This design comes from an exercise in tuning for a short achievable clock period and few clock cycles on the open sky130 flow, not from production work.
Where RTL was checked, it was by simulation tests only, not by an equivalence proof against the original.
The clock port is modelled as an ideal driver, which makes a skipped or thinned clock tree look cheaper than it is; a real chip needs a root buffer or a tree.
No activity file was given, so power comes from the tool's default toggle rates.

## trial 19
## update_scheduler
module update_scheduler #(
  parameter int unsigned DATA_BUS_WIDTH    = 64,
  parameter int unsigned ENCODE_ADDR_WIDTH = 18,
  parameter int unsigned FEATURE_LENTH     = 9,
  parameter int unsigned CMD_DEPTH         = 4,
  parameter int unsigned FEAT_DEPTH        = 32
) (
  input  logic                          clk,
  input  logic                          rst,
  input  logic                          cmd_valid,
  output logic                          cmd_ready,
  input  logic                          cmd_op,
  input  logic [ENCODE_ADDR_WIDTH-1:0]  cmd_pos,
  input  logic                          feat_valid,
  output logic                          feat_ready,
  input  logic [DATA_BUS_WIDTH-1:0]     feat_data,
  output logic                          add_anchor,
  output logic                          del_anchor,
  output logic [ENCODE_ADDR_WIDTH-1:0]  pos_encode,
  output logic [DATA_BUS_WIDTH-1:0]     feature_in,
  input  logic                          add_done,
  input  logic                          del_done,
  output logic                          busy,
  output logic                          cmp_valid,
  output logic                          cmp_op,
  output logic [$clog2(CMD_DEPTH):0]    cmd_level
);
Size in the first run: ~5500 cells after synthesis, about 180 I/O pins.
export LEC_CHECK = 0
export CAP_MARGIN = 20
export CORE_MARGIN = 2
export CORE_UTILIZATION = 65
export SETUP_SLACK_MARGIN = 2.5
export SLEW_MARGIN = 20
export TNS_END_PERCENT = 20
create_clock -name core_clock -period 4.2 [get_ports {clk}]
standard.sh (not shown) runs the stock make flow with config.mk's settings and CLKGATE_MAP_FILE= SYNTH_SCRIPT=/design/flow/synth_recipe.tcl, a recipe that flattens the netlist after the stock synthesis.
==> flow/flow/run.sh <==
#!/bin/bash
# Standard ORFS layout with three changes: the clock tree is built by
# flow/mycts.tcl (via the PRE_CTS hook) instead of TritonCTS, the port
# buffers are plain buffers, and the resizer may change a cell's footprint.
set -euo pipefail
W=$PWD
bash standard.sh PRE_CTS_TCL="$W/flow/pre_cts.tcl" \
  BUFFER_PORTS_ARGS="-buffer_cell sky130_fd_sc_hd__buf_4" \
  MATCH_CELL_FOOTPRINT=0 finish > "$W/run_orfs.log" 2>&1
Other scripts of this flow, unchanged in this note and not shown: flow/flow/mycts.tcl, flow/flow/pre_cts.tcl
Testbench counts of trial 19, summed over its fixed seeds: cycles 18,115.
Inputs modified between trial 19 and build 68:
--- a/flow/design.v
+++ b/flow/design.v
@@ -91,30 +91,29 @@
   localparam int unsigned DW  = DATA_BUS_WIDTH;
   localparam int unsigned LW  = $clog2(CMD_DEPTH) + 1;
   localparam int unsigned RW  = $clog2(FEATURE_LENTH);
   localparam int unsigned CD  = CMD_DEPTH;
   localparam int unsigned FD  = FEAT_DEPTH;
   logic           cmd_acc, feat_acc;
   logic           cs_v, cs_op;
   logic [AW-1:0]  cs_pos;
   logic           ws_v;
   logic [DW-1:0]  ws_d;
   logic [CD-1:0]  lth_q, lth_d;    
   logic [LW-1:0]  lvl_q, lvl_d;
-  logic           cfull_q;        
+  logic           cfull_q;
   logic [FD-1:0]  cth_q, cth_d;    
-  logic [$clog2(FD):0] wcnt_q, wcnt_d;
-  logic           ffull_q;        
-  assign cmd_acc  = cmd_valid && !lth_q[CD-1];
-  assign feat_acc = feat_valid && !cth_q[FD-1];
+  logic           ffull_q;
+  assign cmd_acc  = cmd_valid && !cfull_q;
+  assign feat_acc = feat_valid && !ffull_q;
   always_ff @(posedge clk or posedge rst) begin
     if (rst) begin
       cs_v <= 1'b0;
       ws_v <= 1'b0;
     end else begin
       cs_v <= cmd_acc;
       ws_v <= feat_acc;
     end
   end
   always_ff @(posedge clk) begin
     cs_op  <= cmd_op;
     cs_pos <= cmd_pos;
@@ -206,46 +205,41 @@
     for (int i = 0; i < FD; i++) begin
       if (wsh_q[i])      wq[i] <= wq[(i + 1) % FD];
       else if (wld_q[i]) wq[i] <= ws_d;
     end
   end
   always_comb begin
     if (cmd_acc && !iss_q)      lth_d = {lth_q[CD-2:0], 1'b1};
     else if (!cmd_acc && iss_q) lth_d = {1'b0, lth_q[CD-1:1]};
     else                        lth_d = lth_q;
     if (cmd_acc && !iss_q)      lvl_d = lvl_q + 1'b1;
     else if (!cmd_acc && iss_q) lvl_d = lvl_q - 1'b1;
     else                        lvl_d = lvl_q;
-    if (feat_acc && !wpop_q)      wcnt_d = wcnt_q + 1'b1;
-    else if (!feat_acc && wpop_q) wcnt_d = wcnt_q - 1'b1;
-    else                          wcnt_d = wcnt_q;
     if (feat_acc && !wpop_q)      cth_d = {cth_q[FD-2:0], 1'b1};
     else if (!feat_acc && wpop_q) cth_d = {1'b0, cth_q[FD-1:1]};
     else                          cth_d = cth_q;
   end
   always_ff @(posedge clk or posedge rst) begin
     if (rst) begin
       lth_q   <= '0;
       lvl_q   <= '0;
       cfull_q <= 1'b0;
       cth_q   <= '0;
-      wcnt_q  <= '0;
       ffull_q <= 1'b0;
     end else begin
       lth_q   <= lth_d;
       lvl_q   <= lvl_d;
-      cfull_q <= (lvl_d == LW'(CD));
+      cfull_q <= lth_d[CD-1];
       cth_q   <= cth_d;
-      wcnt_q  <= wcnt_d;
-      ffull_q <= (wcnt_d == ($clog2(FD) + 1)'(FD));
+      ffull_q <= cth_d[FD-1];
     end
   end
   logic done_match, dn, cmp_d, busy_d, free_d, iss_d, head_del_d, words_ok_d;
   assign done_match = busy_q && !cmp_q && (op_q ? del_done : add_done);
   assign dn         = dseen_q || done_match;
   assign cmp_d      = (busy_q && !cmp_q && dn && (rem_q <= RW'(1))) || timeout;
   assign busy_d     = iss_q || (busy_q && !cmp_q);
   assign free_d     = !busy_d || cmp_d;
   assign head_del_d = head_op_d;
   assign words_ok_d = wpop_q ? cth_q[FEATURE_LENTH] : cth_q[FEATURE_LENTH-1];
   assign iss_d      = free_d && cq_v_d[0] && (head_del_d || words_ok_d);
   assign rem_d      = iss_add_q ? RW'(FEATURE_LENTH - 1) :
==> results.txt <==
Diff build 68..trial 19 | clock skew | negligible
Overall die area delta (build 68 -> trial 19): insignificant
Total wire length after detailed routing (lower): build 68
In the flow results for build 68 and trial 19, the largest fanout of any net on the critical path is smaller on trial 19.
Build 68 vs trial 19 — combinational power dropped by more than half
Between trial 19 and build 68, the flow reports maximum operating frequency decreasing by a few percent.
Note that the total power recorded for trial 19 amounts to 1.4 times the value seen in build 68.
The fraction of power consumed by sequential logic of build 68 is higher than that of trial 19.
Diff build 68 and trial 19: sequential cell count higher in trial 19
The RTL of build 68 was laid out without a check of its function. No run of this note takes its clock network from TritonCTS; it comes from the design's own scripts or RTL.

==> static timing again, ports no longer ideal <==
The results above use ideal ports. As a check the final layouts listed here were re-extracted and re-timed, cells and wires unchanged.
Step 1 sets driving cells, clkbuf_16 on the clock port and buf_2 on the other inputs (assumed; they add their load-dependent delay and slew).
Step 2 also shifts input and output timing later by t, the mid clock arrival at the registers, as if the neighbouring blocks saw the same clock.
a / b / c = ideal / step 1 / step 2; a / b = the first two.
| run | t, ns | setup WS [ns] | slew at the worst register clock pin (ns) | worst data-port slew with drivers (ns) | pins driven straight from the clock port |
|---|---|---|---|---|---|
| trial 19 | 0.710 | 2.242 / 2.071 / 1.798 | 0.10 / 0.10 | 0.06 | 4 |
| build 68 | 0.707 | 2.167 / 2.003 / 2.017 | 0.11 / 0.11 | 0.04 | 4 |
After both steps setup and hold are still met in every run listed. The setup slack of trial 19, which loses most, moves by -0.171 ns with the drivers and by -0.444 ns with both steps.
